This design comes from an exercise in tuning for small area, a short achievable clock period and few clock cycles per item on the open sky130 flow, not from production work.
At most, simulation tests tie the RTL to the original design; equivalence was not proved.
No functional check of the RTL was part of runs 5 and 6.

--- flow/design.v ---
`timescale 1ns/10ps
package exec_pkg;
  localparam int WINDOW = 4;
endpackage
`timescale 1ns/10ps
`timescale 1ns/10ps
`timescale 1ns/10ps
`default_nettype none
module alu_lane (
  input  logic        sub,       
  input  logic        left,      
  input  logic        arith,     
  input  logic        sel_add,
  input  logic        sel_sh,
  input  logic        sel_slt,
  input  logic        sel_sltu,
  input  logic        sel_xor,
  input  logic        sel_or,
  input  logic        sel_and,
  input  logic        sel_a,
  input  logic [31:0] a,
  input  logic [31:0] b,
  input  logic        xsh,
  input  logic [31:0] xv,
  input  logic [4:0]  xamt,
  output logic [31:0] y,
  output logic [31:0] xy
);
  logic [33:0] s2;
  logic [32:0] sum;
  logic        lt_u;
  logic        lt_s;
  logic [31:0] sh_in;
  logic [31:0] sh_out;
  logic [31:0] sh_res;
  logic        fill;
  logic        sl;
  logic [31:0] sv;
  logic [4:0]  samt;
  assign s2   = {1'b0, a, 1'b1} + {1'b0, b ^ {32{sub}}, sub};
  assign sum  = s2[33:1];
  assign lt_u = ~sum[32];
  assign lt_s = (a[31] ^ b[31]) ? a[31] : sum[31];
  assign sl   = left | xsh;
  assign sv   = xsh ? xv : a;
  assign samt = xsh ? xamt : b[4:0];
  always_comb begin
    for (int i = 0; i < 32; i++) sh_in[i] = sl ? sv[31-i] : sv[i];
  end
  assign fill   = arith & a[31] & ~xsh;
  assign sh_out = 32'($signed({fill, sh_in}) >>> samt);
  always_comb begin
    for (int i = 0; i < 32; i++) sh_res[i] = sl ? sh_out[31-i] : sh_out[i];
  end
  assign xy = sh_res;
  assign y = ({32{sel_add}} & sum[31:0])
           | ({32{sel_sh}}  & sh_res)
           | {31'b0, (sel_slt & lt_s) | (sel_sltu & lt_u)}
           | ({32{sel_xor}} & (a ^ b))
           | ({32{sel_or}}  & (a | b))
           | ({32{sel_and}} & (a & b))
           | ({32{sel_a}}   & a);
endmodule
`default_nettype wire
`timescale 1ns/10ps
`default_nettype none
module muldiv_lane (
  input  logic        clk,
  input  logic        rst_n,
  input  logic        start,
  input  logic [2:0]  ld_op,
  input  logic [31:0] ld_a,
  input  logic [31:0] ld_b,
  input  logic [1:0]  ld_slot,
  input  logic        ack,
  input  logic        sh_free,    
  input  logic [31:0] sh_y,       
  output logic        sh_req,     
  output logic [4:0]  sh_amt,
  output logic [31:0] sh_v,
  output logic        free,
  output logic [1:0]  slot_q,
  output logic        fix_n,      
  output logic [1:0]  slot_n,     
  output logic [6:0]  msel_n,     
  output logic [31:0] m0,         
  output logic [31:0] m1,
  output logic [31:0] m2,
  output logic [31:0] m3,
  output logic [31:0] m4,
  output logic [31:0] m5,
  output logic [31:0] m6
);
  localparam logic [2:0] S_IDLE = 3'd0, S_NEG = 3'd1, S_DPREP = 3'd2, S_ALIGN = 3'd3,
                         S_STEP = 3'd4, S_CORR = 3'd5, S_NEGR = 3'd6, S_FIX = 3'd7;
  logic [2:0]  state, state_n;
  logic [2:0]  op_q;
  logic        neg_q;     
  logic [6:0]  msel;      
  logic [4:0]  cnt;
  logic [8:0]  bsel;      
  logic [32:0] X;         
  logic [35:0] L;         
  logic [32:0] Z;         
  function automatic logic [5:0] blen(input logic [31:0] w);
    blen = 6'd0;
    for (int i = 0; i < 32; i++) if (w[i]) blen = 6'(i + 1);
  endfunction
  function automatic logic [2:0] booth1(input logic [2:0] w);
    booth1[2] = w[1] ^ w[0];
    booth1[1] = (w[2] & ~w[1] & ~w[0]) | (~w[2] & w[1] & w[0]);
    booth1[0] = w[2] & ~(w[1] & w[0]);
  endfunction
  function automatic logic [8:0] booth3(input logic [6:0] w);
    booth3 = {booth1(w[2:0]), booth1(w[4:2]), booth1(w[6:4])};
  endfunction
  localparam logic [8:0] DIV_SEL = 9'b100_000_000;
  logic        ld_mul;
  logic        a_sgn, b_sgn, ea, eb;
  logic        a6, a18, b6, b18;
  logic [1:0]  ca, cb, cm;
  logic        swap;
  logic        ld_hi;
  logic [32:0] mult, mcand;
  logic [6:0]  msel_ld;
  assign ld_mul = ~ld_op[2];
  assign a_sgn  = (ld_op != 3'd3) && (ld_op != 3'd5) && (ld_op != 3'd7);
  assign b_sgn  = (ld_op == 3'd0) || (ld_op == 3'd1) || (ld_op == 3'd4) || (ld_op == 3'd6);
  assign ea     = a_sgn & ld_a[31];
  assign eb     = b_sgn & ld_b[31];
  assign a6     = (ld_a[31:5]  == {27{ea}});
  assign a18    = (ld_a[31:17] == {15{ea}});
  assign b6     = (ld_b[31:5]  == {27{eb}});
  assign b18    = (ld_b[31:17] == {15{eb}});
  assign ca     = a6 ? 2'd0 : (a18 ? 2'd1 : 2'd2);
  assign cb     = b6 ? 2'd0 : (b18 ? 2'd1 : 2'd2);
  assign swap   = (ca < cb);
  assign cm     = swap ? ca : cb;
  assign mult   = swap ? {ea, ld_a} : {eb, ld_b};
  assign mcand  = swap ? {eb, ld_b} : {ea, ld_a};
  assign ld_hi  = (ld_op[1:0] != 2'd0);
  always_comb begin
    msel_ld = 7'd0;
    if (!ld_mul)            msel_ld[ld_op[1] ? 5 : 0] = 1'b1;
    else if (cm == 2'd0)    msel_ld[ld_hi ? 4 : 6] = 1'b1;
    else if (cm == 2'd1)    msel_ld[ld_hi ? 3 : 1] = 1'b1;
    else                    msel_ld[ld_hi ? 2 : 0] = 1'b1;
  end
  logic [31:0] nsrc;
  logic [31:0] nx;
  assign nsrc = (state == S_NEGR && !op_q[1]) ? L[31:0] : X[31:0];
  assign nx   = ~nsrc + 32'd1;
  logic [5:0]  bx, bz;
  logic [5:0]  sdiff;
  logic        zdiv, qzero;
  assign bx    = blen(X[31:0]);
  assign bz    = blen(Z[32] ? {~Z[31:1], 1'b1} : Z[31:0]);
  assign sdiff = bx - bz;
  assign zdiv  = (Z[31:0] == 32'd0);
  assign qzero = (bx < bz);
  assign sh_req = (state == S_ALIGN);
  assign sh_amt = cnt;
  assign sh_v   = Z[31:0];
  logic        is_mul_q;
  logic        one0, two0, neg0, one1, two1, neg1, one2, two2, neg2;
  logic [39:0] zs, bm0, bm1, bm2, r0, r1, r2, oa, ob, oc, od, s1, c1, s2, c2;
  logic [40:0] s3;
  logic [39:0] sum;
  logic        ge;
  assign is_mul_q = ~op_q[2];
  assign {one0, two0, neg0, one1, two1, neg1, one2, two2, neg2} = bsel;
  assign zs  = {{7{Z[32]}}, Z};
  assign bm0 = ({40{one0}} & zs) | ({40{two0}} & {zs[38:0], 1'b0});
  assign bm1 = ({40{one1}} & zs) | ({40{two1}} & {zs[38:0], 1'b0});
  assign bm2 = ({40{one2}} & zs) | ({40{two2}} & {zs[38:0], 1'b0});
  assign r0  = bm0 ^ {40{neg0}};
  assign r1  = bm1 ^ {40{neg1}};
  assign r2  = bm2 ^ {40{neg2}};
  assign oa  = {{7{X[32]}}, X};
  assign ob  = r0;
  assign oc  = {r1[37:0], neg2, neg2};
  assign od  = {r2[35:0], neg2, neg1, neg2, neg2};
  assign s1  = oa ^ ob ^ oc;
  assign c1  = {((oa[38:0] & ob[38:0]) | (oa[38:0] & oc[38:0]) | (ob[38:0] & oc[38:0])), neg2};
  assign s2  = s1 ^ c1 ^ od;
  assign c2  = {((s1[38:0] & c1[38:0]) | (s1[38:0] & od[38:0]) | (c1[38:0] & od[38:0])), neg2};
  assign s3  = {s2, 1'b1} + {c2, neg0};
  assign sum = s3[40:1];
  assign ge  = ~sum[39];
  assign m0 = L[31:0];                        
  assign m1 = {X[13:0], L[35:18]};            
  assign m2 = {X[27:0], L[35:32]};            
  assign m3 = {{13{X[32]}}, X[32:14]};        
  assign m4 = {{25{X[32]}}, X[32:26]};        
  assign m5 = X[31:0];                        
  assign m6 = {X[25:0], L[35:30]};            
  logic [2:0] ld_state;
  assign ld_state = ld_mul ? S_STEP : (ea ? S_NEG : S_DPREP);
  assign free     = (state == S_IDLE) || (state == S_FIX && ack);
  always_comb begin
    case (state)
      S_NEG:   state_n = S_DPREP;
      S_DPREP: state_n = S_ALIGN;
      S_ALIGN: state_n = sh_free ? S_STEP : S_ALIGN;
      S_STEP:  state_n = (cnt != 5'd0) ? S_STEP :
                         (is_mul_q ? S_FIX : (op_q[1] ? S_CORR : (neg_q ? S_NEGR : S_FIX)));
      S_CORR:  state_n = neg_q ? S_NEGR : S_FIX;
      S_NEGR:  state_n = S_FIX;
      S_FIX:   state_n = !ack ? S_FIX : (start ? ld_state : S_IDLE);
      default: state_n = start ? ld_state : S_IDLE;
    endcase
    if (!rst_n) state_n = S_IDLE;
  end
  assign fix_n  = (state_n == S_FIX);
  assign slot_n = (free && start) ? ld_slot : slot_q;
  assign msel_n = (free && start) ? msel_ld : msel;
  always_ff @(posedge clk) begin
    state <= state_n;
  end
  always_ff @(posedge clk) begin
    case (state)
      S_NEG: begin
        X[31:0] <= nx;
      end
      S_DPREP: begin
        if (zdiv) L[31:0] <= 32'hffff_ffff;
        cnt <= (zdiv || qzero) ? 5'd0 : sdiff[4:0];
      end
      S_ALIGN: begin
        if (sh_free) Z[31:0] <= sh_y;
      end
      S_CORR: begin
        if (X[32]) X <= sum[32:0];
      end
      S_NEGR: begin
        if (op_q[1]) X[31:0] <= nx;
        else         L[31:0] <= nx;
      end
      S_STEP: begin
        cnt <= cnt - 5'd1;
        if (is_mul_q) begin
          X    <= sum[38:6];
          L    <= {sum[5:0], L[35:6]};
          bsel <= booth3(L[11:5]);
        end else begin
          X <= sum[32:0];
          L <= {L[34:0], ge};
          if (cnt != 5'd0) Z <= {Z[32], Z[32:1]};
          bsel[6] <= (cnt == 5'd0) ? Z[32] : (ge ^ Z[32]);
        end
      end
      default: begin
        if (free && start) begin
          op_q   <= ld_op;
          slot_q <= ld_slot;
          msel   <= msel_ld;
          if (ld_mul) begin
            X    <= 33'd0;
            L    <= {{3{mult[32]}}, mult};
            Z    <= mcand;
            bsel <= booth3({mult[5:0], 1'b0});
            cnt  <= (cm == 2'd0) ? 5'd0 : ((cm == 2'd1) ? 5'd2 : 5'd5);
          end else begin
            X      <= {1'b0, ld_a};
            L      <= 36'd0;
            Z      <= {eb, ld_b};
            bsel   <= DIV_SEL | {2'b00, ~eb, 6'b000000};
            neg_q  <= ld_op[1] ? ea : ((ea ^ eb) && (ld_b != 32'd0));
          end
        end
      end
    endcase
  end
endmodule
`default_nettype wire
`timescale 1ns/10ps
`timescale 1ns/10ps
`default_nettype none
module exec_cluster (
  input  logic        clk,
  input  logic        rst_n,
  input  logic        in_valid,
  input  logic [6:0]  in_funct7,
  input  logic [2:0]  in_funct3,
  input  logic [31:0] in_a,
  input  logic [31:0] in_b,
  output logic        in_credit,
  input  logic        out_credit,
  output logic        out_valid,
  output logic [3:0]  out_tag,
  output logic [31:0] out_value
);
  logic        ir_v;
  logic        ir_md;
  logic [2:0]  ir_f3;
  logic [31:0] ir_a;
  logic [31:0] ir_b;
  logic        ir_sub, ir_left, ir_arith;
  logic        ir_add, ir_sh, ir_slt, ir_sltu, ir_xor, ir_or, ir_and;
  logic        d_md, d_alt;
  assign d_md  = (in_funct7 == 7'b0000001);
  assign d_alt = (in_funct7 == 7'b0100000);
  always_ff @(posedge clk) begin
    if (!rst_n) ir_v <= 1'b0;
    else        ir_v <= in_valid;
  end
  always_ff @(posedge clk) begin
    ir_md    <= d_md;
    ir_f3    <= in_funct3;
    ir_a     <= in_a;
    ir_b     <= in_b;
    ir_sub   <= (in_funct3 == 3'd0) ? d_alt : 1'b1;
    ir_left  <= (in_funct3 == 3'd1);
    ir_arith <= d_alt && (in_funct3 == 3'd5);
    ir_add   <= !d_md && (in_funct3 == 3'd0);
    ir_sh    <= !d_md && (in_funct3 == 3'd1 || in_funct3 == 3'd5);
    ir_slt   <= !d_md && (in_funct3 == 3'd2);
    ir_sltu  <= !d_md && (in_funct3 == 3'd3);
    ir_xor   <= !d_md && (in_funct3 == 3'd4);
    ir_or    <= !d_md && (in_funct3 == 3'd6);
    ir_and   <= !d_md && (in_funct3 == 3'd7);
  end
  logic [31:0] s_lo [4];    
  logic [31:0] s_hi [4];    
  logic [2:0]  s_op [4];    
  logic [3:0]  s_done;
  logic [3:0]  s_wait;      
  logic [1:0]  wr_ptr;
  logic [2:0]  rd_ptr;      
  logic [4:0]  cred;
  logic [3:0]  osel;        
  logic [6:0]  omd;         
  logic [31:0] alu_y;
  logic        md_sh_req;
  logic [4:0]  md_sh_amt;
  logic [31:0] md_sh_v;
  logic [31:0] sh_y;
  logic        sh_free;
  assign sh_free = !(ir_v && ir_sh);
  alu_lane u_alu (
    .sub     (ir_sub),
    .left    (ir_left),
    .arith   (ir_arith),
    .sel_add (ir_add),
    .sel_sh  (ir_sh),
    .sel_slt (ir_slt),
    .sel_sltu(ir_sltu),
    .sel_xor (ir_xor),
    .sel_or  (ir_or),
    .sel_and (ir_and),
    .sel_a   (ir_md),
    .a       (ir_a),
    .b       (ir_b),
    .xsh     (md_sh_req && sh_free),
    .xv      (md_sh_v),
    .xamt    (md_sh_amt),
    .y       (alu_y),
    .xy      (sh_y)
  );
  logic        md_free;
  logic [1:0]  md_slot;
  logic        md_fix_n;
  logic [1:0]  md_slot_n;
  logic [6:0]  md_msel_n;
  logic [31:0] mw [7];
  logic        md_start;
  logic        any_wait;
  logic [1:0]  wait_idx;
  logic [3:0]  wsel;        
  logic        ir_start;
  logic [2:0]  ld_op;
  logic [31:0] ld_a;
  logic [31:0] ld_b;
  logic [1:0]  ld_slot;
  logic        head_fix;
  logic        emit;
  assign ir_start = md_free && !any_wait && ir_v && ir_md;
  assign md_start = md_free && (any_wait || (ir_v && ir_md));
  always_comb begin
    ld_op = {3{!any_wait}} & ir_f3;
    ld_a  = {32{!any_wait}} & ir_a;
    ld_b  = {32{!any_wait}} & ir_b;
    for (int i = 0; i < 4; i++) begin
      ld_op = ld_op | ({3{wsel[i]}} & s_op[i]);
      ld_a  = ld_a  | ({32{wsel[i]}} & s_lo[i]);
      ld_b  = ld_b  | ({32{wsel[i]}} & s_hi[i]);
    end
  end
  assign ld_slot  = any_wait ? wait_idx : wr_ptr;
  muldiv_lane u_md (
    .clk    (clk),
    .rst_n  (rst_n),
    .start  (md_start),
    .ld_op  (ld_op),
    .ld_a   (ld_a),
    .ld_b   (ld_b),
    .ld_slot(ld_slot),
    .ack    (emit && head_fix),
    .sh_free(sh_free),
    .sh_y   (sh_y),
    .sh_req (md_sh_req),
    .sh_amt (md_sh_amt),
    .sh_v   (md_sh_v),
    .free   (md_free),
    .slot_q (md_slot),
    .fix_n  (md_fix_n),
    .slot_n (md_slot_n),
    .msel_n (md_msel_n),
    .m0     (mw[0]),
    .m1     (mw[1]),
    .m2     (mw[2]),
    .m3     (mw[3]),
    .m4     (mw[4]),
    .m5     (mw[5]),
    .m6     (mw[6])
  );
  logic [3:0]  s_wait_n;
  logic [2:0]  rd_ptr_n;
  logic        any_wait_n;
  logic [1:0]  wait_idx_n;
  logic        head_fix_n;
  always_comb begin
    for (int i = 0; i < 4; i++) begin
      s_wait_n[i] = s_wait[i];
      if (md_start && any_wait && wait_idx == 2'(i)) s_wait_n[i] = 1'b0;
      if (ir_v && wr_ptr == 2'(i)) s_wait_n[i] = ir_md && !ir_start;
    end
    rd_ptr_n   = rd_ptr + 3'(emit);
    any_wait_n = 1'b0;
    wait_idx_n = rd_ptr_n[1:0];
    for (int k = 3; k >= 0; k--) begin
      if (s_wait_n[2'(rd_ptr_n[1:0] + 2'(k))]) begin
        any_wait_n = 1'b1;
        wait_idx_n = 2'(rd_ptr_n[1:0] + 2'(k));
      end
    end
    head_fix_n = md_fix_n && (md_slot_n == rd_ptr_n[1:0]);
  end
  assign head_fix  = |omd;
  assign emit      = (s_done[rd_ptr[1:0]] || head_fix) && (cred != 5'd0);
  assign out_valid = emit;
  assign in_credit = emit;
  assign out_tag   = {1'b0, rd_ptr};
  always_comb begin
    out_value = 32'd0;
    for (int i = 0; i < 4; i++) out_value = out_value | ({32{osel[i]}} & s_lo[i]);
    for (int k = 0; k < 7; k++) out_value = out_value | ({32{omd[k]}} & mw[k]);
  end
  always_ff @(posedge clk) begin
    if (!rst_n) begin
      wr_ptr   <= 2'd0;
      rd_ptr   <= 3'd0;
      cred     <= 5'd0;
      s_done   <= 4'd0;
      s_wait   <= 4'd0;
      any_wait <= 1'b0;
      wait_idx <= 2'd0;
      wsel     <= 4'd0;
      osel     <= 4'b0001;
      omd      <= 7'd0;
    end else begin
      s_wait   <= s_wait_n;
      any_wait <= any_wait_n;
      wait_idx <= wait_idx_n;
      for (int i = 0; i < 4; i++) wsel[i] <= any_wait_n && (wait_idx_n == 2'(i));
      rd_ptr   <= rd_ptr_n;
      cred     <= cred + 5'(out_credit) - 5'(emit);
      if (ir_v) wr_ptr <= wr_ptr + 2'd1;
      for (int i = 0; i < 4; i++) begin
        osel[i] <= !head_fix_n && (rd_ptr_n[1:0] == 2'(i));
        if (emit && rd_ptr[1:0] == 2'(i)) s_done[i] <= 1'b0;
        if (ir_v && wr_ptr == 2'(i)) s_done[i] <= !ir_md;
      end
      omd <= {7{head_fix_n}} & md_msel_n;
    end
  end
  always_ff @(posedge clk) begin
    for (int i = 0; i < 4; i++) begin
      if (ir_v && wr_ptr == 2'(i)) begin
        s_lo[i] <= alu_y;
        s_hi[i] <= ir_b;
        s_op[i] <= ir_f3;
      end
    end
  end
endmodule
`default_nettype wire
--- flow/run.sh ---
#!/bin/bash
# synth_recipe.tcl (not shown) runs the flow's synth.tcl, then flattens the netlist and writes it again
# the make line also repeats each setting of config.mk as NAME=value (left out here)
make -C /OpenROAD-flow-scripts/flow DESIGN_CONFIG=/design/flow/config.mk WORK_HOME=/design/flow/orfs CLKGATE_MAP_FILE= SYNTH_SCRIPT=/design/flow/synth_recipe.tcl finish
--- flow/config.mk ---
export PLATFORM = sky130hd
export DESIGN_NAME = exec_cluster
export DESIGN_NICKNAME = exec_cluster
export VERILOG_FILES = /design/flow/design.v
export SDC_FILE = /design/flow/constraint.sdc
export NUM_CORES = 4
export LEC_CHECK = 0
export CAP_MARGIN = 20
export CORE_MARGIN = 2
export CORE_UTILIZATION = 40
export PLACE_DENSITY = 0.6
export SETUP_SLACK_MARGIN = 3.0
export SLEW_MARGIN = 20
--- flow/constraint.sdc ---
create_clock -name core_clock -period 8.0 [get_ports {clk}]
set_input_delay 1.6000 -clock core_clock [delete_from_list [all_inputs] [get_ports {clk}]]
set_output_delay 1.6000 -clock core_clock [all_outputs]
set_load 0.01 [all_outputs]
==> results of run 1 <==
-- layer usage --
| metal | GRT usage | routed length, um |
|---|---|---|
| met5 | 0 | 91 |
| met4 | 0.232 | 14700 |
| met3 | 0.0961 | 21900 |
| met2 | 0.488 | 71300 |
| met1 | 0.441 | 64400 |
-- cell families after synthesis --
kind of cell             count (synthesis)  synth area share
multiplexers                           279            0.0760
AND/OR/NAND/NOR                        894             0.112
buffers and inverters                  492            0.0509
flip-flops                             514             0.374
adder cells (fa/ha/maj)                245            0.0950
AO/OA/AOI/OAI                         1246             0.234
other                                    1         0.0000984
XOR/XNOR                               255            0.0586
-- cells in the mapped netlist, types with 20 or more instances --
cell      count
fa_1         74
nand2_1     312
a21oi_1     207
nor3_1       51
a21o_1       53
nor2_1      204
mux2i_1     234
buf_1        31
a221o_1      27
edfxtp_1    396
xnor2_1     173
a22o_1       42
nor3b_1      22
o21ai_0     194
xor2_1       82
or3_1        22
dfxtp_1     118
clkbuf_1    263
nand4_1      26
o211ai_1     84
a222oi_1     64
mux2_2       40
nand2b_1     26
and2_1       23
nor2b_1      21
ha_1        171
buf_2        37
and3_1       31
inv_1       147
o21a_1       20
nor4_1       24
a221oi_1     97
o221ai_1     73
a22oi_1     213
nand3_1      80
-- registers in the layout, indices dropped and copies added, names as in the netlist, 9 cells and up --
signal	flops
ir_a	32
ir_b	32
s_hi	128
s_lo	128
s_op	12
u_md.L	36
u_md.X	33
u_md.Z	33
u_md.bsel	9
-- placed cells by master, fill, tap and decap left out, drive strengths merged, types with 24 or more instances in the layout --
cell type | netlist | final
and2 | 24 | 24
a22oi | 213 | 213
nor3 | 51 | 51
clkbuf | 263 | 82
nor4 | 24 | 24
ha | 171 | 171
nand3 | 80 | 80
xnor2 | 173 | 173
and3 | 31 | 31
o211ai | 85 | 85
a222oi | 64 | 64
clkdlybuf4s50 | 0 | 114
a21o | 53 | 54
edfxtp | 396 | 396
nor2 | 204 | 204
inv | 149 | 155
fa | 74 | 74
a221oi | 97 | 97
buf | 79 | 201
nand2 | 312 | 312
nand2b | 26 | 26
nand4 | 26 | 26
o21ai | 206 | 206
dfxtp | 118 | 118
a22o | 42 | 42
a221o | 27 | 27
mux2 | 41 | 41
o221ai | 73 | 73
mux2i | 234 | 234
a21oi | 207 | 207
xor2 | 82 | 82
-- worst reg2reg max path, delay by kind of cell, from the launching register on --
| kind | cells | cell delay [ps] |
|---|---|---|
| simple gates | 7 | 1890 |
| compound gates | 3 | 1990 |
| flops | 1 | 560 |
| buf+inv | 1 | 270 |
-- worst max path at each step --
stage / start / end / slack (ps) / depth (start not counted)
final: ir_a[13] / u_md.bsel[4] / 2950 / 11
after global routing: u_md.Z[32] / u_md.bsel[6] / 2940 / 18
after CTS: u_md.Z[10] / u_md.X[15] / 3010 / 15
after detailed placement: u_md.bsel[4] / u_md.X[31] / 2010 / 15
after global placement: u_md.bsel[4] / u_md.X[31] / 2010 / 15
after floorplan: u_md.bsel[3] / u_md.X[25] / 3000 / 15
-- area by class of cell --
type                            count  area (sq um)
Fill cell                        9091         51200
Multi-Input combinational cell   2921         22300
Sequential cell                   514         14300
Timing Repair Buffer              318          2940
Clock buffer                       79          1610
Tap cell                         1265          1580
Inverter                          150           569
Clock inverter                     23           220
Antenna cell                        6          15.0
-- what timing repair did --
item / 4_1_cts / 5_1_grt
hold buffers: 0 / 0
setup endpoints to repair: 127 / 115
gates cloned: 0 / 3
pin swaps: 2 / 26
setup buffers: 17 / 51
resized for setup: 26 / 67
==> out/qor.csv, run 1 <==
metric,value,unit
outcome,"complete, no violations",
max cap viols,0,
Via Count,35542,
post-DP HPWL,123000,um
Synth Register Bits,514,
I/O Buffers,114,
detailed router's first-iteration violation count,5880,
Final Net Count,4282,
Clock transition at path regs,70,ps
Slew @ Worst Pin,1230,ps
ys flop type,edfxtp_1,
"Async S/R FF share, synth",0,
core region area,94700,sq um
post-synth top area share,0.312,
worst path cell trace,inv_1 > o211ai_1 > nand4_1 > or3_1 > or3_1 > and4_1 > nand2b_1 > a21o_2 > or3b_1 > and3_1 > o41ai_2,
CTS tree,yes,
CP top delay family,compound AO/OA/AOI/OAI gates,
Cell Rows,113,
"EDFF count, synth",396,
fin crit period,5050,ps
critical path type,reg -> reg,
post-synth cell types,90,
Critical Path RT,8330,ps
worst hold stages,0,
"top cells by area, synth","edfxtp_1 (31%), dfxtp_1 (6.2%), mux2i_1 (6.1%)",
R2R Path End,u_md.bsel[4],
r2r worst-path depth,11,
hold_ws,503,ps
setup TNS,0,ps
Die X,313,um
Util after Layout,0.460,
final hold vios,0,
I/O pin count,116,
post-synthesis cell area,38100,sq um
die footprint,97700,sq um
placement-stage cell area,40600,sq um
Place WS,2010,ps
Overflow after GRT,0,
CTS Buf Count,54,
Synth-to-Final Area Change,14.3,%
CTS Sinks,514,
endpoints failing setup,0,
Post-Layout Cell Count,5276,
largest net degree at the start of global routing,62,
final instance area,43600,sq um
layout cells sized above 1,0.111,
crit path DAT,5380,ps
worst skew pair latency,680,ps
post-synthesis sequential area ratio,0.374,
crit start category,register,
CP max FO,12,
Worst path max stage delay,920,ps
drt via density,6.74,
initial antenna violation count,10,
relative slew slack,0.182,
r2r setup slk,2950,ps
min-delay src,ir_f3[1],
FMAX,0.198,GHz
Worst path slowest cell,o211ai_1,
max-slew violations,0,
Die H,313,um
Worst Slack Setup Final,2950,ps
Tcrit/Tclk final,0.631,
gpl congestion,1.01,
RSZ-0062 raised after global routing,true,
DRC,0,
post-route ant nets,0,
Max Buffers Root-to-Sink,3,
Mapped Cells,3926,
H-tree lvl count,2,
Hold Path Class,reg -> reg,
endpoint class of the critical path,register,
hold path endpoint,s_op[0][1],
Reg-to-Reg Start,ir_a[13],
most numerous cell on the critical path,or3_1,
Clk Tree Root Cell,clkbuf_16,
skew final,57.9,ps
placed insts,5095,
global-route wire length before repair,242000,um
Crit path buffers/inverters,1,
syn_nets,4249,
WL/cell,32.7,um
post-synth top area cell,edfxtp_1,
Initial DRT Pass Iterations,9,
"wirelength, routed",172000,um
post-synthesis area per instance,9.70,sq um
Overall Global Routing Usage,0.339,
Initial Utilization,0.402,
vias in the first global route,32686,
synth warn,10,
Testbench counts, summed over its fixed seeds: cycles 7,925, items 4,800.
==> inputs of run 2 (changes only) <==
==> flow/flow/run.sh (new file) <==
#!/bin/bash
set -euo pipefail
export BUFFER_PORTS_ARGS="-buffer_cell sky130_fd_sc_hd__buf_2"
bash standard.sh > standard_flow.log 2>&1
==> flow/standard.sh (new file) <==
#!/bin/bash
# synth_recipe.tcl (not shown) runs the flow's synth.tcl, then flattens the netlist and writes it again
# the make line also repeats each setting of config.mk as NAME=value (left out here)
make -C /OpenROAD-flow-scripts/flow DESIGN_CONFIG=/design/flow/config.mk WORK_HOME=/design/flow/orfs CLKGATE_MAP_FILE= SYNTH_SCRIPT=/design/flow/synth_recipe.tcl "${@:-finish}"
removed: flow/run.sh
==> out/qor.csv, run 2 <==
metric,value,unit,change
biggest regs,"s_hi: 128 flops, s_lo: 128 flops, u_md.L: 36 flops",,
post-synth cell types,90,,unchanged
Worst path slowest cell,a211o_1,,
Overflow after GRT,0,,unchanged
fin crit period,5110,ps,+59.7 ps
post-DP HPWL,126000,um,+2.5%
"EDFF count, synth",396,,unchanged
r2r worst-path depth,14,,+3
final hold vios,0,,unchanged
Hold Path Class,reg -> reg,,
vias in the first global route,33337,,+2.0%
post-synth top area share,0.312,,unchanged
DRC,0,,unchanged
max-slew violations,0,,unchanged
Max Buffers Root-to-Sink,3,,unchanged
initial antenna violation count,8,,-2
outcome,"complete, no violations",,
post-synthesis area per instance,9.70,sq um,unchanged
most numerous cell on the critical path,mux2i_1,,
placement-stage cell area,40000,sq um,-1.4%
Crit path buffers/inverters,3,,+2
most frequent cells after synthesis,"edfxtp_1 (396), nand2_1 (312), clkbuf_1 (263)",,
Clk Tree Root Cell,clkbuf_16,,
Overall Global Routing Usage,0.347,,+0.00812
Initial Utilization,0.402,,unchanged
worst skew pair latency,680,ps,about the same
Via Count,36038,,+1.4%
Worst path max stage delay,520,ps,-400 ps
die footprint,97700,sq um,unchanged
CTS tree,yes,,
hold path endpoint,omd[4],,
Synth-to-Final Area Change,13.9,%,
Die H,313,um,unchanged
final instance area,43400,sq um,-0.40%
post-synthesis sequential area ratio,0.374,,unchanged
detailed router's first-iteration violation count,6240,,+6.1%
hold_ws,507,ps,+3.53 ps
drt via density,6.81,,+1.1%
largest net degree at the start of global routing,58,,-6.5%
min-delay src,u_md.msel[4],,
"commonest non-fill, non-tap cell in the layout",edfxtp_1,,
"wirelength, routed",177000,um,+2.8%
I/O Buffers,114,,unchanged
Cell Rows,113,,unchanged
placed insts,5094,,-0.020%
core region area,94700,sq um,unchanged
global-route wire length before repair,247000,um,+2.1%
I/O pin count,116,,unchanged
"count leader, synth",edfxtp_1,,
Initial DRT Pass Iterations,10,,+1
worst path cell trace,buf_4 > and3b_1 > buf_4 > nand2_2 > buf_4 > o21ai_2 > mux2i_1 > mux2i_1 > mux2i_1 > mux2i_1 > nor2_1 > a31oi_1 > mux2i_1 > a211o_1,,
H-tree lvl count,2,,unchanged
crit start category,register,,
CP top delay family,multiplexers,,
ys flop type,edfxtp_1,,
CTS Buf Count,53,,-1.9%
Synth Register Bits,514,,unchanged
relative slew slack,0.0757,,-0.107
Mapped Cells,3926,,unchanged
"Async S/R FF share, synth",0,,unchanged
most frequent cells in the layout,"edfxtp_1 (396), nand2_1 (310), mux2i_1 (230)",,
FMAX,0.196,GHz,-1.2%
"top cells by area, synth","edfxtp_1 (31%), dfxtp_1 (6.2%), mux2i_1 (6.1%)",,
Slew @ Worst Pin,1380,ps,+155 ps
post-synth top area cell,edfxtp_1,,
R2R Path End,s_lo[3][30],,
RSZ-0062 raised after global routing,true,,
Filler cells,9015,,-0.84%
critical path type,reg -> reg,,
endpoints failing setup,0,,unchanged
max cap viols,0,,unchanged
syn_nets,4249,,unchanged
post-route ant nets,0,,unchanged
skew final,49.8,ps,-8.12 ps
Final Net Count,4294,,+0.28%
CTS Sinks,514,,unchanged
worst hold stages,2,,+2
CTS Hold Buffers Added,0,,unchanged
WL/cell,33.5,um,+2.5%
endpoint class of the critical path,register,,
post-synthesis cell area,38100,sq um,unchanged
Post-Layout Cell Count,5292,,+0.30%
Tcrit/Tclk final,0.639,,+0.00746
Reg-to-Reg Start,u_md.state[1],,
CP max FO,35,,+23
Critical Path RT,8360,ps,+30 ps
crit path DAT,5470,ps,+90 ps
layout cells sized above 1,0.151,,+0.0403
setup TNS,0,ps,unchanged
gpl congestion,1.07,,+5.3%
synth warn,10,,unchanged
r2r setup slk,2890,ps,-60 ps
Die X,313,um,unchanged
Clock transition at path regs,60,ps,about the same
[run 2: cell counts after synthesis]
No cell type changed its count.
[run 2: cells by family (layout without fill, tap and decap cells)]
family / Yosys count / after routing / synth area share
AOI/OAI and AO/OA: 1246 / 1248 / 0.234
and+or+nand+nor: 894 / 895 / 0.112
DFF: 514 / 514 / 0.374
buffers and inverters: 492 / 579 / 0.0509
muxes: 279 / 279 / 0.0760
xor gates and xnor gates: 255 / 255 / 0.0586
adders and majority gates: 245 / 245 / 0.0950
other: 1 / 12 / 0.0000984
[run 2: area by class of cell]
type	instances	area, sq um	share of cell area
multi-input combinational	2923	22600	0.521
sequential	514	14300	0.329
timing repair buffer	329	2350	0.0542
clock buffer	71	1590	0.0367
tap	1265	1580	0.0365
inverter	150	563	0.0130
clock inverter	29	360	0.00831
antenna	11	27.5	0.000635
[run 2: layer usage]
layer / track usage / vias up / share of wire
met4: 0.234 / 6 / 0.085
met2: 0.502 / 2730 / 0.41
met3: 0.124 / 715 / 0.13
met5: 0 / - / 0.00062
met1: 0.435 / 17503 / 0.37
li1: - / 15084 / -
[run 2: worst max path at each step]
stage          slack, ps          start  depth (start not counted)           to
2_1_floorplan       3000   u_md.bsel[3]                         15   u_md.X[25]
3_3_place_gp        1920   u_md.bsel[4]                         15   u_md.X[25]
3_5_place_dp        1950   u_md.bsel[8]                         15   u_md.X[25]
4_1_cts             3000   u_md.bsel[8]                         17   u_md.X[26]
5_1_grt             2960   u_md.bsel[8]                         18   u_md.X[24]
6_report            2890  u_md.state[1]                         14  s_lo[3][30]
[run 2: worst min-delay path, cell delays in order, from the launching register on]
cell and delay (ps):
edfxtp_1 330, nand2_1 60, nor2_1 90
[run 2: repair_timing]
item / 4_1_cts / 5_1_grt
cloned: 2 / 1
setup endpoints to repair: 180 / 108
resized for setup: 46 / 82
pin swaps: 10 / 50
endpoints found under the hold margin: 0 / 0
buffers inserted: 38 / 45
[run 2: stage by stage]
stage	util	worst slack, ps
2_1_floorplan	-	3000
3_3_place_gp	0.422	1920
3_5_place_dp	0.423	1950
4_1_cts	0.449	3000
5_1_grt	0.458	2960
6_report	0.458	2890
==> inputs of run 3 (changes only) <==
==> flow/run.sh (new file) <==
#!/bin/bash
# synth_recipe.tcl (not shown) runs the flow's synth.tcl, then flattens the netlist and writes it again
# the make line also repeats each setting of config.mk as NAME=value (left out here)
make -C /OpenROAD-flow-scripts/flow DESIGN_CONFIG=/design/flow/config.mk WORK_HOME=/design/flow/orfs CLKGATE_MAP_FILE= SYNTH_SCRIPT=/design/flow/synth_recipe.tcl finish
--- a/flow/config.mk
+++ b/flow/config.mk
@@ -7,7 +7,7 @@
 export LEC_CHECK = 0
 export CAP_MARGIN = 20
 export CORE_MARGIN = 2
-export CORE_UTILIZATION = 40
-export PLACE_DENSITY = 0.6
+export CORE_UTILIZATION = 50
+export PLACE_DENSITY = 0.65
 export SETUP_SLACK_MARGIN = 3.0
 export SLEW_MARGIN = 20
removed: flow/flow/run.sh
removed: flow/standard.sh
==> out/qor.csv, run 3 <==
metric,value,unit,change
outcome,"complete, no violations",,
H-tree lvl count,2,,unchanged
grt met3 use,0.132,,+0.00851
final instance area,43500,sq um,+0.19%
endpoint class of the critical path,register,,
biggest regs,"s_hi: 128 flops, s_lo: 128 flops, u_md.L: 36 flops",,
Tcrit/Tclk final,0.661,,+0.0224
relative slew slack,0.121,,+0.0458
max cap viols,0,,unchanged
die footprint,78400,sq um,-20%
most numerous cell on the critical path,or3_1,,
Overflow after GRT,0,,unchanged
Clock transition at path regs,70,ps,about the same
WL/cell,33.6,um,+0.48%
Via Count,36073,,+0.097%
max-slew violations,0,,unchanged
"count leader, synth",edfxtp_1,,
DRC,0,,unchanged
final hold vios,0,,unchanged
GR peak layer,met2,,
post-synthesis area per instance,9.70,sq um,unchanged
initial antenna violation count,6,,-2
drt via density,7.23,,+6.2%
core region area,75700,sq um,-20%
Clk Tree Root Cell,clkbuf_16,,
detailed router's first-iteration violation count,6754,,+8.2%
post-synth top area share,0.312,,unchanged
post-synth cell types,90,,unchanged
Synth Register Bits,514,,unchanged
R2R Path End,u_md.bsel[3],,
worst skew pair latency,700,ps,+20 ps
Place WS,2050,ps,+102 ps
worst path cell trace,buf_4 > o211ai_1 > nand4_1 > or3_1 > or3_1 > and4_1 > nand2b_1 > a21o_2 > mux2i_4 > ha_1 > o41ai_2,,
"Async S/R FF share, synth",0,,unchanged
Initial DRT Pass Iterations,12,,+2
post-DP HPWL,118000,um,-5.8%
"EDFF count, synth",396,,unchanged
Die H,280,um,-10%
syn_nets,4249,,unchanged
Worst Slack Setup Final,2710,ps,-179 ps
Critical Path RT,8320,ps,-40 ps
CTS tree,yes,,
gpl congestion,1.07,,about the same
RSZ-0062 raised after global routing,true,,
Worst path slowest cell,o211ai_1,,
Mapped Cells,3926,,unchanged
I/O pin count,116,,unchanged
most frequent cells in the layout,"edfxtp_1 (396), nand2_1 (310), mux2i_1 (224)",,
setup TNS,0,ps,unchanged
Initial Utilization,0.503,,+0.101
critical path type,reg -> reg,,
"top cells by area, synth","edfxtp_1 (31%), dfxtp_1 (6.2%), mux2i_1 (6.1%)",,
post-synth top area cell,edfxtp_1,,
crit path DAT,5610,ps,+140 ps
layout cells sized above 1,0.120,,-0.0309
most frequent cells after synthesis,"edfxtp_1 (396), nand2_1 (312), clkbuf_1 (263)",,
FMAX,0.189,GHz,-3.4%
crit start category,register,,
"commonest non-fill, non-tap cell in the layout",edfxtp_1,,
Worst setup startpoint,any_wait,,
Cell Rows,101,,-11%
"wirelength, routed",168000,um,-5.3%
Overall Global Routing Usage,0.413,,+0.0658
CTS Sinks,514,,unchanged
Hold Path Class,reg -> reg,,
I/O Buffers,114,,unchanged
post-synthesis sequential area ratio,0.374,,unchanged
r2r worst-path depth,11,,-3
synth warn,10,,unchanged
post-route ant nets,0,,unchanged
Reg-to-Reg Start,any_wait,,
Final Net Count,4286,,-0.19%
endpoints failing setup,0,,unchanged
met2 Usage GRT,0.597,,+0.0958
Die X,280,um,-10%
vias in the first global route,32883,,-1.4%
ys flop type,edfxtp_1,,
placement-stage cell area,40100,sq um,+0.22%
CTS Buf Count,55,,+3.8%
fin crit period,5290,ps,+179 ps
met1 Use GR,0.519,,+0.0841
Synth-to-Final Area Change,14.1,%,
CP endpoint,u_md.bsel[3],,
Max Buffers Root-to-Sink,3,,unchanged
post-synthesis cell area,38100,sq um,unchanged
r2r setup slk,2710,ps,-180 ps
Slew @ Worst Pin,1310,ps,-68.4 ps
CP max FO,31,,-11%
largest net degree at the start of global routing,68,,+17%
global-route wire length before repair,235000,um,-4.8%
Worst path max stage delay,980,ps,+460 ps
skew final,82.7,ps,+32.9 ps
==> run 3: changes by cell type in the layout (fill, tap and decap cells not counted), sizes merged <==
cell	before	now
buf	329	206
clkbuf	71	76
a21oi	209	207
diode	11	1
clkinv	18	20
inv	154	151
bufinv	6	7
clkdlybuf4s50	0	114
==> run 3: worst min-delay path by stage <==
stage,start,to,cells after the start
detailed placement,u_md.msel[0],omd[0],2
floorplan,ir_f3[0],s_op[0][0],0
finish,ir_f3[0],s_op[1][0],0
global placement,ir_f3[0],s_op[2][0],0
CTS,ir_f3[0],s_op[1][0],0
global route,ir_f3[0],s_op[1][0],0
==> run 3: cell families after synthesis <==
logic type,after synthesis,synth area share
AOI/OAI and AO/OA,1246,0.234
xor gates and xnor gates,255,0.0586
adders and majority gates,245,0.0950
buffers and inverters,492,0.0509
DFF,514,0.374
muxes,279,0.0760
other,1,0.0000984
and+or+nand+nor,894,0.112
==> run 3: through the flow <==
step | util | instances | hold WS, ps
final | 0.574 | 4989 | 518
after detailed placement | 0.530 | 4789 | 509
after global placement | 0.530 | 4789 | 498
after floorplan | - | 3926 | 461
after CTS | 0.561 | 4927 | 522
after global routing | 0.574 | 4988 | 528
==> run 3: repair_timing <==
action	in CTS	in global routing
hold buffers	0	0
cloned	1	1
pin swaps	3	49
gates resized for setup	32	95
buffers inserted	33	59
setup endpoints to repair	182	210
==> run 3: final cells by class <==
type	count	area, sq um
Sequential cell	514	14300
Antenna cell	1	2.50
Multi-Input combinational cell	2921	22600
Timing Repair Buffer	321	2890
Clock buffer	75	1560
Inverter	150	563
Tap cell	978	1220
Clock inverter	29	373
Fill cell	6566	32200
==> run 3: critical path: cells and delay by family, from the launching register on <==
family          cells  cell delay (ps)
compound gates      3             2130
fa+ha+maj           1              290
buf+inv             1              350
flops               1              480
mux                 1              310
simple gates        5             1360
==> run 3: per-layer routing <==
metal,share of wire,vias up
met1,0.36,17248
li1,-,15060
met4,0.094,8
met3,0.14,804
met5,0.00064,-
met2,0.41,2953
==> inputs of run 4 (changes only) <==
==> flow/config.mk (replaced) <==
export PLATFORM = sky130hd
export DESIGN_NAME = exec_cluster
export DESIGN_NICKNAME = exec_cluster
export VERILOG_FILES = /design/flow/design.v
export SDC_FILE = /design/flow/constraint.sdc
export NUM_CORES = 4
export LEC_CHECK = 0
export CAP_MARGIN = 5
export CORE_MARGIN = 2
export CORE_UTILIZATION = 40
export PLACE_DENSITY = 0.6
export SETUP_SLACK_MARGIN = 3.0
export SLEW_MARGIN = 5
==> out/qor.csv, run 4 <==
metric,value,unit,change
"top cells by area, synth","edfxtp_1 (31%), dfxtp_1 (6.2%), mux2i_1 (6.1%)",,
I/O pin count,116,,unchanged
post-synth cell types,90,,unchanged
H-tree lvl count,2,,unchanged
relative slew slack,0.0848,,-0.0367
ys flop type,edfxtp_1,,
I/O Buffers,114,,unchanged
most frequent cells in the layout,"edfxtp_1 (396), nand2_1 (312), mux2i_1 (226)",,
max-slew violations,0,,unchanged
skew final,55.0,ps,-27.7 ps
"EDFF count, synth",396,,unchanged
post-synth top area cell,edfxtp_1,,
endpoints failing setup,0,,unchanged
RSZ-0062 raised after global routing,true,,
endpoint class of the critical path,primary output,,
gpl congestion,1.01,,-5.0%
DRC,0,,unchanged
post-synthesis xor/xnor area fraction,0.0586,,unchanged
worst skew pair latency,680,ps,-20 ps
CP max FO,20,,-35%
Overflow after GRT,0,,unchanged
Initial Utilization,0.402,,-0.101
crit start category,register,,
main combinational cell family by area after synthesis,compound AO/OA/AOI/OAI gates,,
Hold Path Class,reg -> reg,,
Post-Synth Adder-Cell Area,0.0950,,unchanged
largest net degree at the start of global routing,62,,-8.8%
Slew @ Worst Pin,1370,ps,+54.8 ps
drt via density,6.74,,-6.8%
Die X,313,um,+12%
hold_ws,512,ps,-5.99 ps
Synth-to-Final Area Change,15.2,%,
CTS Buf Count,55,,unchanged
die footprint,97700,sq um,+25%
"wirelength, routed",173000,um,+3.2%
post-DP HPWL,123000,um,+3.5%
Overall Global Routing Usage,0.339,,-0.0746
global-route wire length before repair,242000,um,+2.8%
Mapped Cells,3926,,unchanged
detailed router's first-iteration violation count,5821,,-14%
Die H,313,um,+12%
Critical Path RT,6400,ps,-1920 ps
post-synthesis area per instance,9.70,sq um,unchanged
post-synth top area share,0.312,,unchanged
"count leader, synth",edfxtp_1,,
syn_nets,4249,,unchanged
FMAX,0.196,GHz,+3.7%
WL/cell,32.7,um,-2.8%
mux contribution to synthesized area,0.0760,,unchanged
fin crit period,5100,ps,-190 ps
Tcrit/Tclk final,0.637,,-0.0238
biggest regs,"s_hi: 128 flops, s_lo: 128 flops, u_md.L: 36 flops",,
Clock transition at path regs,60,ps,about the same
post-route ant nets,0,,unchanged
initial antenna violation count,9,,+3
CTS Sinks,514,,unchanged
r2r worst-path depth,12,,+1
vias in the first global route,32530,,-1.1%
worst hold stages,0,,unchanged
critical path type,reg -> out,,
simple-gate share of the synthesized area,0.112,,unchanged
Via Count,35668,,-1.1%
Max Buffers Root-to-Sink,3,,unchanged
Synth Register Bits,514,,unchanged
post-synthesis sequential area ratio,0.374,,unchanged
Cell Rows,113,,+12%
Compound-Gate Fraction of Synth Area,0.234,,unchanged
Final Net Count,4299,,+0.30%
crit path DAT,3500,ps,-2110 ps
core region area,94700,sq um,+25%
layout cells sized above 1,0.117,,-0.00337
post-synthesis cell area,38100,sq um,unchanged
outcome,"complete, no violations",,
max cap viols,0,,unchanged
hold path endpoint,s_op[0][1],,
r2r setup slk,2980,ps,+270 ps
CTS Hold Buffers Added,0,,unchanged
Initial DRT Pass Iterations,12,,unchanged
Clk Tree Root Cell,clkbuf_16,,
Reg-to-Reg Start,ir_a[15],,
min-delay src,ir_f3[1],,
synth warn,10,,unchanged
CTS tree,yes,,
R2R Path End,u_md.Z[31],,
final hold vios,0,,unchanged
"Async S/R FF share, synth",0,,unchanged
setup TNS,0,ps,unchanged
"commonest non-fill, non-tap cell in the layout",edfxtp_1,,
most frequent cells after synthesis,"edfxtp_1 (396), nand2_1 (312), clkbuf_1 (263)",,
## run 4: timing repair
item / 4_1_cts / 5_1_grt
cloned: 0 / 4
pin swaps: 2 / 28
endpoints found under the setup margin: 146 / 146
gates resized for setup: 23 / 81
buffers inserted: 16 / 70
## run 4: area by class of cell
type | count | area (sq um)
well taps | 1265 | 1580
multi-input cells | 2921 | 22400
diodes | 7 | 17.5
clock buffers | 80 | 1620
repair buffers | 334 | 3090
flip-flops and latches | 514 | 14300
clock inverters | 24 | 334
fillers | 9017 | 50800
inverters | 150 | 569
## run 4: kinds of logic (layout without fill, tap and decap cells)
kind of cell,Yosys count,after routing
AOI/OAI and AO/OA,1246,1247
and+or+nand+nor,894,894
DFF,514,514
buffers and inverters,492,588
muxes,279,279
xor gates and xnor gates,255,255
adders and majority gates,245,245
other,1,8
## run 4: metal layers
metal / track usage / up-vias / routed length, um
met5: 0 / - / 45
met4: 0.227 / 8 / 14400
met3: 0.0976 / 642 / 21900
met2: 0.487 / 2653 / 71700
met1: 0.441 / 17287 / 65100
li1: - / 15078 / -
## run 4: worst max-delay path by stage
stage,start,depth (start not counted),endpoint,slack (ps)
3_3_place_gp,u_md.bsel[4],15,u_md.X[31],2010
5_1_grt,u_md.Z[20],17,u_md.X[30],2920
2_1_floorplan,u_md.bsel[3],15,u_md.X[25],3000
3_5_place_dp,u_md.bsel[4],14,u_md.X[31],1990
6_report,omd[3],4,out_value[20],2900
4_1_cts,u_md.state[1],14,s_lo[3][30],2990
## run 4: critical path, stage by stage, from the launching register on
cell,delay [ps]
dfxtp_1,1030
o21a_1,740
a221oi_1,100
nand3_1,330
clkdlybuf4s50_1,610
## run 4: metrics by stage
| stage | setup WS (ps) | cells | instance area, sq um | util |
|---|---|---|---|---|
| after floorplan | 3000 | 3926 | 38100 | - |
| after global placement | 2010 | 5094 | 40600 | 0.429 |
| after detailed placement | 1990 | 5094 | 40600 | 0.429 |
| after CTS | 2990 | 5214 | 42800 | 0.452 |
| after global routing | 2920 | 5288 | 43900 | 0.463 |
| final | 2900 | 5295 | 43900 | 0.463 |
==> inputs of run 5 (changes only) <==
--- a/flow/design.v
+++ b/flow/design.v
@@ -75,7 +75,7 @@
   input  logic        ack,
   input  logic        sh_free,    
   input  logic [31:0] sh_y,       
-  output logic        sh_req,     
+  output logic        align_n,    
   output logic [4:0]  sh_amt,
   output logic [31:0] sh_v,
   output logic        free,
@@ -158,7 +158,6 @@
   assign sdiff = bx - bz;
   assign zdiv  = (Z[31:0] == 32'd0);
   assign qzero = (bx < bz);
-  assign sh_req = (state == S_ALIGN);
   assign sh_amt = cnt;
   assign sh_v   = Z[31:0];
   logic        is_mul_q;
@@ -211,7 +210,8 @@
     endcase
     if (!rst_n) state_n = S_IDLE;
   end
-  assign fix_n  = (state_n == S_FIX);
+  assign fix_n   = (state_n == S_FIX);
+  assign align_n = (state_n == S_ALIGN);
   assign slot_n = (free && start) ? ld_slot : slot_q;
   assign msel_n = (free && start) ? msel_ld : msel;
   always_ff @(posedge clk) begin
@@ -258,7 +258,7 @@
             X    <= 33'd0;
             L    <= {{3{mult[32]}}, mult};
             Z    <= mcand;
-            bsel <= booth3({mult[5:0], 1'b0});
+            bsel <= swap ? booth3({ld_a[5:0], 1'b0}) : booth3({ld_b[5:0], 1'b0});
             cnt  <= (cm == 2'd0) ? 5'd0 : ((cm == 2'd1) ? 5'd2 : 5'd5);
           end else begin
             X      <= {1'b0, ld_a};
@@ -331,12 +331,16 @@
   logic [3:0]  osel;        
   logic [6:0]  omd;         
   logic [31:0] alu_y;
-  logic        md_sh_req;
+  logic        md_align_n;
+  logic        xsh;         
   logic [4:0]  md_sh_amt;
   logic [31:0] md_sh_v;
   logic [31:0] sh_y;
   logic        sh_free;
-  assign sh_free = !(ir_v && ir_sh);
+  always_ff @(posedge clk) begin
+    xsh <= md_align_n && !(in_valid && !d_md && (in_funct3 == 3'd1 || in_funct3 == 3'd5));
+  end
+  assign sh_free = xsh;
   alu_lane u_alu (
     .sub     (ir_sub),
     .left    (ir_left),
@@ -351,7 +355,7 @@
     .sel_a   (ir_md),
     .a       (ir_a),
     .b       (ir_b),
-    .xsh     (md_sh_req && sh_free),
+    .xsh     (xsh),
     .xv      (md_sh_v),
     .xamt    (md_sh_amt),
     .y       (alu_y),
@@ -398,7 +402,7 @@
     .ack    (emit && head_fix),
     .sh_free(sh_free),
     .sh_y   (sh_y),
-    .sh_req (md_sh_req),
+    .align_n(md_align_n),
     .sh_amt (md_sh_amt),
     .sh_v   (md_sh_v),
     .free   (md_free),
--- a/flow/config.mk
+++ b/flow/config.mk
@@ -5,9 +5,9 @@
 export SDC_FILE = /design/flow/constraint.sdc
 export NUM_CORES = 4
 export LEC_CHECK = 0
-export CAP_MARGIN = 5
+export CAP_MARGIN = 20
 export CORE_MARGIN = 2
 export CORE_UTILIZATION = 40
 export PLACE_DENSITY = 0.6
 export SETUP_SLACK_MARGIN = 3.0
-export SLEW_MARGIN = 5
+export SLEW_MARGIN = 20
==> out/qor.csv, run 5 <==
metric,value,unit,change
"wirelength, routed",169000,um,-2.3%
Clk Tree Root Cell,clkbuf_16,,
max cap viols,0,,unchanged
r2r worst-path depth,21,,+9
core region area,93600,sq um,-1.2%
register area,14300,sq um,+0.11%
Final Net Count,4369,,+1.6%
post-DP HPWL,120000,um,-1.8%
placed insts,5113,,+0.37%
Reg-to-Reg Start,u_md.bsel[8],,
crit start category,register,,
Worst path max stage delay,780,ps,-250 ps
post-synthesis sequential area ratio,0.377,,+0.00282
most numerous cell on the critical path,buf_4,,
layout cells sized above 1,0.123,,+0.00606
FMAX,0.195,GHz,-0.83%
Worst path slowest cell,a222oi_1,,
relative slew slack,0.191,,+0.107
max-slew violations,0,,unchanged
Tcrit/Tclk final,0.643,,+0.00536
placement-stage cell area,40200,sq um,-0.94%
worst skew pair latency,680,ps,about the same
grt met3 use,0.106,,+0.00869
Hold Path Class,reg -> reg,,
"count leader, synth",edfxtp_1,,
initial antenna violation count,8,,-1
CTS Hold Buffers Added,0,,unchanged
Stages on worst setup path,21,,+17
I/O Buffers,114,,unchanged
"EDFF count, synth",396,,unchanged
met1 Use GR,0.425,,-0.0162
Die X,312,um,-0.30%
Synth Register Bits,515,,+0.19%
r2r setup slk,2860,ps,-120 ps
final instance area,43900,sq um,about the same
post-synthesis area per instance,9.55,sq um,-1.6%
die footprint,97200,sq um,-0.60%
setup TNS,0,ps,unchanged
Worst setup startpoint,u_md.bsel[8],,
DRC,0,,unchanged
"Async S/R FF share, synth",0,,unchanged
crit path DAT,5510,ps,+2010 ps
post-synth top area share,0.314,,+0.00191
critical path type,reg -> reg,,
CTS Buf Count,57,,+3.6%
post-synth top area cell,edfxtp_1,,
post-synth cell types,96,,+6.7%
Post-Layout Cell Count,5351,,+1.1%
CP endpoint,u_md.X[16],,
Util after Layout,0.469,,+0.00580
post-route ant nets,0,,unchanged
post-synthesis cell area,37900,sq um,-0.61%
"top cells by area, synth","edfxtp_1 (31%), dfxtp_1 (6.3%), ha_1 (5.7%)",,
final hold vios,0,,unchanged
Initial DRT Pass Iterations,9,,-3
R2R Path End,u_md.X[16],,
hold_ws,500,ps,-12.3 ps
global-route wire length before repair,237000,um,-1.8%
WL/cell,31.6,um,-3.4%
Overall Global Routing Usage,0.334,,-0.00485
Filler cells,9022,,+0.055%
CTS Sinks,515,,+0.19%
endpoint class of the critical path,register,,
CP max FO,5,,-75%
CTS tree,yes,,
Critical Path RT,8370,ps,+1970 ps
synth warn,10,,unchanged
gpl congestion,1.06,,+4.4%
Multi-input gate area,22100,sq um,-1.2%
most frequent cells in the layout,"edfxtp_1 (396), nand2_1 (367), nor2_1 (221)",,
most frequent cells after synthesis,"edfxtp_1 (396), nand2_1 (368), clkbuf_1 (237)",,
skew final,72.5,ps,+17.4 ps
Place WS,2260,ps,+270 ps
biggest regs,"s_hi: 128 flops, s_lo: 128 flops, u_md.L: 36 flops",,
CP top delay family,compound AO/OA/AOI/OAI gates,,
worst path cell trace,buf_6 > buf_12 > a22oi_2 > xnor2_1 > fa_1 > inv_1 > fa_1 > inv_1 > ha_4 > a21oi_1 > o21bai_1 > a21oi_2 > o21bai_1 > a2111oi_2 > a32oi_2 > buf_4 > buf_4 > buf_4 > xor2_1 > a222oi_1 > o211ai_1,,
Die H,312,um,-0.30%
Slew @ Worst Pin,1180,ps,-188 ps
endpoints failing setup,0,,unchanged
Via Count,35428,,-0.67%
Max Buffers Root-to-Sink,3,,unchanged
GR peak layer,met2,,
fin crit period,5140,ps,+42.9 ps
largest net degree at the start of global routing,60,,-3.2%
outcome,"complete, no violations",,
Cell Rows,112,,-0.88%
Synth-to-Final Area Change,16.0,%,
RSZ-0062 raised after global routing,true,,
Worst Slack Setup Final,2860,ps,-42.9 ps
"commonest non-fill, non-tap cell in the layout",edfxtp_1,,
H-tree lvl count,2,,unchanged
I/O pin count,116,,unchanged
ys flop type,edfxtp_1,,
syn_nets,4289,,+0.94%
Clock transition at path regs,60,ps,about the same
drt via density,6.62,,-1.7%
Overflow after GRT,0,,unchanged
Mapped Cells,3964,,+0.97%
met2 Usage GRT,0.480,,-0.00740
Initial Utilization,0.405,,+0.00233
detailed router's first-iteration violation count,6344,,+9.0%
Crit path buffers/inverters,7,,+6
vias in the first global route,33157,,+1.9%
[run 5: changes by cell type after synthesis, moves of 23 or more]
cell and change:
mux2i_1 -23, clkbuf_1 -26, nand2_1 +56, a221o_1 +33
a222oi_1 +28, o221ai_1 -46, inv_1 +79
[run 5: what timing repair did]
action / CTS / global route
gates cloned: 1 / 4
endpoints found under the setup margin: 44 / 118
pin swaps: 14 / 31
gates resized for setup: 35 / 104
hold endpoints to repair: 0 / 0
buffers inserted: 71 / 49
[run 5: layout make-up]
type / count / area share
Antenna cell: 4 / 0.000228
Clock inverter: 27 / 0.00661
Timing Repair Buffer: 339 / 0.0699
Multi-Input combinational cell: 2897 / 0.504
Inverter: 234 / 0.0202
Sequential cell: 515 / 0.325
Clock buffer: 81 / 0.0381
Tap cell: 1254 / 0.0357
[run 5: logic make-up after synthesis]
kind of cell / after synthesis / synth area share
compound gates: 1215 / 0.230
xor+xnor: 258 / 0.0597
fa+ha+maj: 247 / 0.0963
buf+inv: 552 / 0.0568
flops: 515 / 0.377
mux: 250 / 0.0680
other cells: 1 / 0.0000990
simple gates: 926 / 0.113
[run 5: worst min-delay path by stage]
| stage | from | end | cells after the start |
|---|---|---|---|
| finish | s_done[0] | s_done[0] | 2 |
| global route | s_done[2] | s_done[2] | 2 |
| CTS | s_done[0] | s_done[0] | 2 |
| detailed placement | s_done[0] | s_done[0] | 2 |
| global placement | s_done[3] | s_done[3] | 2 |
| floorplan | s_done[2] | s_done[2] | 2 |
[run 5: worst min-delay path, cell delays in order (launching register included)]
cell,delay [ps]
dfxtp_1,320
a31oi_1,70
nor2_1,70
[run 5: per-layer routing]
metal  share of wire  up-vias
met3            0.13      642
met2            0.41     2609
met4           0.084       10
met1            0.37    17096
li1                -    15071
met5         0.00074        -
==> inputs of run 6 (changes only) <==
--- a/flow/config.mk
+++ b/flow/config.mk
@@ -9,5 +9,5 @@
 export CORE_MARGIN = 2
 export CORE_UTILIZATION = 40
 export PLACE_DENSITY = 0.6
-export SETUP_SLACK_MARGIN = 3.0
+export SETUP_SLACK_MARGIN = 3.5
 export SLEW_MARGIN = 20
==> out/qor.csv, run 6 <==
metric,value,unit,change
outcome,"complete, no violations",,
Slew @ Worst Pin,1320,ps,+141 ps
hold path endpoint,s_op[3][2],,
core region area,93600,sq um,unchanged
Mapped Cells,3964,,unchanged
final hold vios,0,,unchanged
WL/cell,31.1,um,-1.6%
global-route wire length before repair,236000,um,-0.48%
die footprint,97200,sq um,unchanged
Max Buffers Root-to-Sink,3,,unchanged
CP max FO,17,,+12
endpoint class of the critical path,register,,
syn_nets,4289,,unchanged
most numerous cell on the critical path,inv_1,,
Filler cells,8898,,-1.4%
largest net degree at the start of global routing,62,,+3.3%
drt via density,6.63,,+0.19%
Worst Slack Setup Final,3060,ps,+204 ps
max cap viols,0,,unchanged
fin crit period,4940,ps,-204 ps
most frequent cells in the layout,"edfxtp_1 (396), nand2_1 (362), nor2_1 (219)",,
worst path cell trace,buf_6 > buf_4 > bufbuf_16 > a22oi_2 > xnor2_1 > fa_1 > inv_1 > fa_1 > inv_1 > ha_4 > inv_1 > o21bai_1 > a21oi_1 > o21ai_1 > a21oi_2 > nor2b_4 > o31ai_4 > a21oi_2 > o31a_1 > buf_6 > xnor2_2 > a221oi_2 > o211ai_1,,
r2r setup slk,3060,ps,+200 ps
Overflow after GRT,0,,unchanged
ys flop type,edfxtp_1,,
Critical Path RT,8400,ps,+30 ps
post-synth top area cell,edfxtp_1,,
CTS Sinks,515,,unchanged
Tcrit/Tclk final,0.617,,-0.0254
RSZ-0062 raised after global routing,true,,
DRC,0,,unchanged
Worst path max stage delay,510,ps,-270 ps
I/O Buffers,114,,unchanged
"commonest non-fill, non-tap cell in the layout",edfxtp_1,,
Initial DRT Pass Iterations,12,,+3
post-synth cell types,96,,unchanged
Cell Rows,112,,unchanged
register area,14300,sq um,about the same
worst hold stages,0,,-2
Clk Tree Root Cell,clkbuf_16,,
relative slew slack,0.0949,,-0.0966
gpl congestion,1.04,,-1.9%
detailed router's first-iteration violation count,6029,,-5.0%
Clock transition at path regs,70,ps,about the same
Final Net Count,4393,,+0.55%
most frequent cells after synthesis,"edfxtp_1 (396), nand2_1 (368), clkbuf_1 (237)",,
I/O pin count,116,,unchanged
Reg-to-Reg Start,u_md.bsel[5],,
post-synthesis area per instance,9.55,sq um,unchanged
"count leader, synth",edfxtp_1,,
vias in the first global route,33594,,+1.3%
post-synthesis sequential area ratio,0.377,,unchanged
Overall Global Routing Usage,0.331,,-0.00301
endpoints failing setup,0,,unchanged
CTS tree,yes,,
H-tree lvl count,2,,unchanged
post-synth top area share,0.314,,unchanged
worst skew pair latency,670,ps,about the same
crit path DAT,5340,ps,-170 ps
skew final,49.5,ps,-22.9 ps
Place WS,2340,ps,+78.9 ps
Synth Register Bits,515,,unchanged
placement-stage cell area,40400,sq um,+0.47%
biggest regs,"s_hi: 128 flops, s_lo: 128 flops, u_md.L: 36 flops",,
critical path type,reg -> reg,,
r2r worst-path depth,23,,+9.5%
Die X,312,um,unchanged
hold_ws,502,ps,+2.46 ps
post-route ant nets,0,,unchanged
min-delay src,ir_f3[2],,
Util after Layout,0.475,,+0.00585
initial antenna violation count,11,,+3
CTS Buf Count,55,,-3.5%
Initial Utilization,0.405,,unchanged
"top cells by area, synth","edfxtp_1 (31%), dfxtp_1 (6.3%), ha_1 (5.7%)",,
"Async S/R FF share, synth",0,,unchanged
Post-Layout Cell Count,5372,,+0.39%
Synth-to-Final Area Change,17.4,%,
max-slew violations,0,,unchanged
synth warn,10,,unchanged
R2R Path End,u_md.X[31],,
Multi-input gate area,22600,sq um,+2.0%
layout cells sized above 1,0.143,,+0.0198
Worst path slowest cell,fa_1,,
FMAX,0.203,GHz,+4.1%
post-DP HPWL,118000,um,-1.8%
placed insts,5124,,+0.22%
"EDFF count, synth",396,,unchanged
"wirelength, routed",167000,um,-1.2%
final instance area,44500,sq um,+1.2%
crit start category,register,,
Die H,312,um,unchanged
Via Count,35634,,+0.58%
Hold Path Class,reg -> reg,,
setup TNS,0,ps,unchanged
post-synthesis cell area,37900,sq um,unchanged
==> run 6: cell counts after synthesis <==
No cell type changed its count.
==> run 6: worst max-delay path: cells and delay by family, from the launching register on <==
kind	cells	cell delay, ps
compound gates	10	1660
xor+xnor	2	260
fa+ha+maj	3	1290
buf+inv	7	930
flops	1	450
simple gates	1	140
==> run 6: cell families after synthesis <==
| logic type | after synthesis | synth area share |
|---|---|---|
| buffers and inverters | 552 | 0.0568 |
| AO/OA/AOI/OAI | 1215 | 0.230 |
| flip-flops | 515 | 0.377 |
| XOR/XNOR | 258 | 0.0597 |
| other | 1 | 0.0000990 |
| adder cells (fa/ha/maj) | 247 | 0.0963 |
| AND/OR/NAND/NOR | 926 | 0.113 |
| multiplexers | 250 | 0.0680 |
==> run 6: layout make-up <==
type	count	share of cell area
repair buffers	363	0.0741
clock buffers	80	0.0361
inverters	234	0.0204
diodes	3	0.000169
multi-input cells	2899	0.508
clock inverters	24	0.00509
well taps	1254	0.0353
flip-flops and latches	515	0.321
==> run 6: worst max-delay path by stage <==
stage / start / end / slack (ps) / cells past startpoint
2_1_floorplan: u_md.bsel[5] / u_md.X[18] / 3310 / 22
3_3_place_gp: u_md.bsel[3] / u_md.X[28] / 2420 / 20
3_5_place_dp: u_md.bsel[3] / u_md.bsel[6] / 2340 / 20
4_1_cts: u_md.bsel[5] / u_md.X[28] / 3110 / 22
5_1_grt: u_md.bsel[4] / u_md.X[18] / 2830 / 22
6_report: u_md.bsel[5] / u_md.X[31] / 3060 / 23
==> run 6: layer usage <==
metal | GRT usage | up-vias | part of all wire
li1 | - | 15132 | -
met5 | 0 | - | 0.00077
met4 | 0.220 | 16 | 0.082
met3 | 0.106 | 635 | 0.13
met2 | 0.479 | 2593 | 0.41
met1 | 0.421 | 17258 | 0.37
==> run 6: timing repair <==
action	4_1_cts	5_1_grt
pin swaps	59	45
buffers inserted	93	43
resized for setup	129	83
setup endpoints to repair	157	152
cloned	3	2
hold buffers	0	0

-- re-timing with driven ports --
No port has a modelled driver above. Below, the same layouts with a new extraction and two added sets of constraints.
Step 1 assumes that a clkbuf_16 drives the clock port and a buf_2 every other input.
Step 2 also shifts input and output timing later by t, the mid clock arrival at the registers, as if the neighbouring blocks saw the same clock.
a / b / c = no drivers / after step 1 / after step 2; a / b = the first two.
run | t, ns | slack for setup (ns) | slew at the worst register clock pin (ns)
run 1 | 0.723 | 2.951 / 2.951 / 2.951 | 0.07 / 0.07
run 2 | 0.723 | 2.891 / 2.891 / 2.891 | 0.07 / 0.07
run 3 | 0.726 | 2.712 / 2.712 / 2.712 | 0.07 / 0.07
run 4 | 0.726 | 2.903 / 2.834 / 2.978 | 0.07 / 0.07
run 5 | 0.713 | 2.860 / 2.860 / 2.860 | 0.07 / 0.07
run 6 | 0.718 | 3.063 / 3.063 / 3.063 | 0.07 / 0.07
After both steps setup and hold are still met in every run listed.
